What follows belongs to an exercise in optimizing a design on an open flow for small area, a short achievable clock period and few clock cycles per item; a production flow would make more cautious choices.
RTL that was checked went through simulation tests only; none was proved equivalent to the original.
Power is estimated from default activity; no workload was simulated.

==> fjord: inputs <==
==> flow/design.v (excerpt) <==
module ghash_tag_engine (
  input  logic         clk,
  input  logic         rst,
  input  logic [127:0] h_key,
  input  logic         h_load,
  input  logic [127:0] ek_y0,
  input  logic         ek_load,
  input  logic         start,
  input  logic         blk_valid,
  output logic         blk_ready,
  input  logic [127:0] blk_data,
  input  logic [4:0]   blk_bytes,
  input  logic         blk_type,
  input  logic         blk_last,
  output logic [127:0] tag,
  output logic [127:0] ghash_out,
  output logic         tag_valid,
  input  logic         tag_ready,
  output logic         busy,
  output logic         err
);
  localparam int unsigned QW = 717;
  logic         run;         
  logic         acc;         
  logic         rdy;         
  logic         wl;          
  logic         wz;          
  logic         cmb;         
  logic         done;        
  logic         ph;          
  logic         np;          
  logic         fz;          
  logic         hl;          
  logic         ck;          
  logic         seen_ct, aad_part, data_part;
  logic [127:0] o, h, ek;
  logic [127:0] hb;           
  logic [QW-1:0] q;
  logic [56:0]  aad_blk, data_blk;
  logic [3:0]   aad_byt, data_byt;
  ...
==> module ghash_tag_engine, before the edit <==
module ghash_tag_engine (
  input  logic         clk,
  input  logic         rst,
  input  logic [127:0] h_key,
  input  logic         h_load,
  input  logic [127:0] ek_y0,
  input  logic         ek_load,
  input  logic         start,
  input  logic         blk_valid,
  output logic         blk_ready,
  input  logic [127:0] blk_data,
  input  logic [4:0]   blk_bytes,
  input  logic         blk_type,
  input  logic         blk_last,
  output logic [127:0] tag,
  output logic [127:0] ghash_out,
  output logic         tag_valid,
  input  logic         tag_ready,
  output logic         busy,
  output logic         err
);
  localparam int unsigned QW = 717;
  logic         run;         
  logic         acc;         
  logic         rdy;         
  logic         wl;          
  logic         wz;          
  logic         cmb;         
  logic         done;        
  logic         ph;          
  logic         np;          
  logic         fz;          
  logic         hl;          
  logic         ck;          
  logic         seen_ct, aad_part, data_part;
  logic [127:0] o, h, ek;
  logic [127:0] hb;           
  logic [QW-1:0] q;
  logic [56:0]  aad_blk, data_blk;
  logic [3:0]   aad_byt, data_byt;
  logic [127:0] a_p, r_p, h_p, h2_p, mask, xm, lens, t, r, hb_n;
  logic [QW-1:0] p;
  logic         viol, take, ok, mul, inj, n_acc, n_ph, n_np, n_rdy, n_s2, n_s1, n_s0;
  function automatic logic [127:0] gf_sq(input logic [127:0] a);
    logic [254:0] c;
    c = '0;
    for (int i = 0; i < 128; i++) c[2*i] = a[i];
    for (int k = 254; k >= 128; k--) begin
      c[k-128] = c[k-128] ^ c[k];
      c[k-127] = c[k-127] ^ c[k];
      c[k-126] = c[k-126] ^ c[k];
      c[k-121] = c[k-121] ^ c[k];
    end
    gf_sq = c[127:0];
  endfunction
  always_comb begin
    for (int i = 0; i < 128; i++) begin
      a_p[i] = o[127-i];
      h_p[i] = h[127-i];
    end
  end
  gf_s1 u_s1 (.a(a_p), .b(hb), .p(p));
  gf_s2 u_s2 (.q(q), .r(r_p));
  always_comb begin
    for (int i = 0; i < 128; i++) begin
      r[127-i] = r_p[i];
    end
    h2_p = gf_sq(h_p);
    for (int i = 0; i < 16; i++) mask[127-8*i -: 8] = {8{5'(i) < blk_bytes}};
    xm   = blk_data & mask;
    lens = {aad_blk, aad_byt, 3'b000, data_blk, data_byt, 3'b000};
    viol = (!blk_type && seen_ct) || (blk_type ? data_part : aad_part) ||
           (blk_bytes == 5'd0 && !blk_last) || (blk_bytes > 5'd16);
    take = blk_valid && rdy && !start;
    ok   = take && !viol;
    mul  = ok && (blk_bytes != 5'd0);
    inj  = wl && (ph == np);
    t    = (mul ? xm : '0) ^ (inj ? lens : '0) ^ ((cmb || done) ? o : '0);
  end
  assign blk_ready = rdy;
  assign tag_valid = done;
  assign busy      = run;
  assign ghash_out = o;
  assign tag       = o ^ ek;
  always_ff @(posedge clk) begin
    q  <= p;
    o  <= r ^ t;
    hb <= hb_n;
  end
  always_comb begin
    n_acc = acc;
    n_np  = np;
    n_ph  = !ph;
    if (ok) begin
      if (blk_last) n_acc = 1'b0;
      if (mul) n_np = !np;
    end
    n_rdy = n_acc && (n_ph == n_np);
    n_s2 = !rst && !start && mul && hl;
    n_s1 = !rst && !start && inj && hl;
    n_s0 = !rst && !start && run && !mul && !inj && !fz && !wz && !cmb && !done;
    for (int i = 0; i < 128; i++) hb_n[i] = (h2_p[i] & n_s2) | (h_p[i] & n_s1);
    hb_n[0] = hb_n[0] | n_s0;
  end
  always_ff @(posedge clk) begin
    if (rst) begin
      run   <= 1'b0;
      acc   <= 1'b0;
      rdy   <= 1'b0;
      wl    <= 1'b0;
      wz    <= 1'b0;
      cmb   <= 1'b0;
      done  <= 1'b0;
      fz    <= 1'b0;
      hl    <= 1'b0;
      ck    <= 1'b1;
      err   <= 1'b0;
      ek    <= '0;
    end else begin
      err <= take && viol;
      if (h_load && (!run || done)) begin
        h  <= h_key;
        hl <= 1'b1;
      end
      if (ek_load && !done) ek <= ek_y0;
      if (start) begin
        run       <= 1'b1;
        acc       <= 1'b1;
        wl        <= 1'b0;
        wz        <= 1'b0;
        cmb       <= 1'b0;
        done      <= 1'b0;
        ph        <= 1'b0;
        np        <= !ck;
        rdy       <= ck;
        fz        <= !ck;
        ck        <= 1'b1;
        seen_ct   <= 1'b0;
        aad_part  <= 1'b0;
        data_part <= 1'b0;
        aad_blk   <= '0;
        aad_byt   <= '0;
        data_blk  <= '0;
        data_byt  <= '0;
      end else begin
        ph  <= n_ph;
        np  <= n_np;
        acc <= n_acc;
        rdy <= n_rdy;
        fz  <= 1'b0;
        ck  <= !n_s2 && !n_s1 && !n_s0;
        if (ok) begin
          if (blk_type) begin
            if (blk_bytes[4]) data_blk <= data_blk + 57'd1;
            else              data_byt <= blk_bytes[3:0];
            data_part <= !blk_bytes[4];
            seen_ct   <= 1'b1;
          end else begin
            if (blk_bytes[4]) aad_blk <= aad_blk + 57'd1;
            else              aad_byt <= blk_bytes[3:0];
            aad_part <= !blk_bytes[4];
          end
          if (blk_last) wl <= 1'b1;
        end
        if (inj) wl <= 1'b0;
        wz  <= inj;
        cmb <= wz;
        if (cmb) done <= 1'b1;
        if (done && tag_ready) begin
          done <= 1'b0;
          run  <= 1'b0;
        end
      end
    end
  end
endmodule
make LEC_CHECK=0 CAP_MARGIN=20 CORE_MARGIN=2 CORE_UTILIZATION=33 CTS_CLUSTER_DIAMETER=100 CTS_CLUSTER_SIZE=20 SETUP_SLACK_MARGIN=4.5 SLEW_MARGIN=20 finish   # period 8.0 ns
run.sh (not shown) runs the stock make flow with config.mk's settings and CLKGATE_MAP_FILE= SYNTH_SCRIPT=/design/flow/synth_recipe.tcl, a recipe that flattens the netlist after the stock synthesis.
==> zinc (differences from fjord) <==
--- a/flow/design.v
+++ b/flow/design.v
@@ -34,5 +34,5 @@
   logic         ck;          
   logic         seen_ct, aad_part, data_part;
-  logic [127:0] o, h, ek;
+  logic [127:0] o, h, ek, tg;
   logic [127:0] hb;           
   logic [QW-1:0] q;
@@ -82,9 +82,10 @@
   assign busy      = run;
   assign ghash_out = o;
-  assign tag       = o ^ ek;
+  assign tag       = tg;
   always_ff @(posedge clk) begin
     q  <= p;
     o  <= r ^ t;
     hb <= hb_n;
+    if (cmb) tg <= r ^ o ^ (ek_load ? ek_y0 : ek);
   end
   always_comb begin
==> flow/config.mk (replaced) <==
export PLATFORM = sky130hd
export DESIGN_NAME = ghash_tag_engine
export DESIGN_NICKNAME = ghash_tag_engine
export VERILOG_FILES = /design/flow/design.v
export SDC_FILE = /design/flow/constraint.sdc
export NUM_CORES = 4
export LEC_CHECK = 0
export CAP_MARGIN = 50
export CORE_MARGIN = 2
export CORE_UTILIZATION = 40
export SETUP_SLACK_MARGIN = 4.5
export SLEW_MARGIN = 50
==> impl_results.md <==
* Chip height at 650 microns
* Clock network power at 6.73 mW
* Xor/xnor cell area share of the yosys netlist at 55.9%
* FF+latch area at 0.0304 sq mm
* # clk buffers at 148
* Multi-input gate area at 0.108 sq mm
* Crit path from: q[238]$_DFF_P_
* Dpl ws at 2.29 ns
* Clk pwr share at 10.6%
* VDD IR max at 0.000469 V
* PwrDens at 376 mW/mm^2
* Max Freq at 267 MHz
* Placed wire-length estimate at 625,000 microns
* R2R depth at 8
* Util after Layout at 40.4%
* Reg-to-reg endpoint: o[74]$_DFF_P_
* Pleak at 59.8 nW
* Status: finished clean
* Clock sinks at 1,367
* Met1 wire length at 315,000 microns
* Layout area overhead at 22.0%
* Crit path max fanout at 3
# the run above: fjord

==> impl_results.md <==
* Met1 wire length at 306,000 microns
* Clock sinks at 1,495
* Util after Layout at 49.2%
* Xor/xnor cell area share of the yosys netlist at 54.4%
* Dpl ws at 2.81 ns
* Layout area overhead at 22.6%
* Placed wire-length estimate at 613,000 microns
* # clk buffers at 250
* Reg-to-reg endpoint: q[252]$_DFF_P_
* Clock network power at 9.16 mW
* R2R depth at 9
* Crit path from: o[32]$_DFF_P_
* PwrDens at 429 mW/mm^2
* Status: finished clean
# the run above: zinc

Testbench counts of fjord, summed over its fixed seeds: cycles 2,597, items 1,821.
The RTL of zinc was laid out without a check of its function.

## static timing again, ports no longer ideal
How much do the figures lean on ideal ports? The routed layouts below were timed once more, with nothing changed but the port constraints.
Step 1 (the two cells are an assumption about what drives the block):
set clk [get_ports {clk}]
set_driving_cell -lib_cell sky130_fd_sc_hd__clkbuf_16 $clk
set_driving_cell -lib_cell sky130_fd_sc_hd__buf_2 [delete_from_list [all_inputs] $clk]
Step 2 times the ports against the registers' clock, not the clock port: input delays grow and output delays shrink by t, the midpoint of the rising clock arrivals with the driver on.
Slacks: no drivers / after step 1 / after step 2; pairs: no drivers / after step 1.
run	t (ns)	setup WS [ns]	latest minus earliest clock arrival (ns)
fjord	1.083	4.254 / 4.240 / 3.406	0.133 / 0.133
zinc	1.077	4.341 / 4.341 / 3.555	0.101 / 0.101
After both steps every run listed still meets setup and hold. For fjord, which loses most, drivers alone change the setup slack by -0.014 ns; drivers and shift together by -0.848 ns.
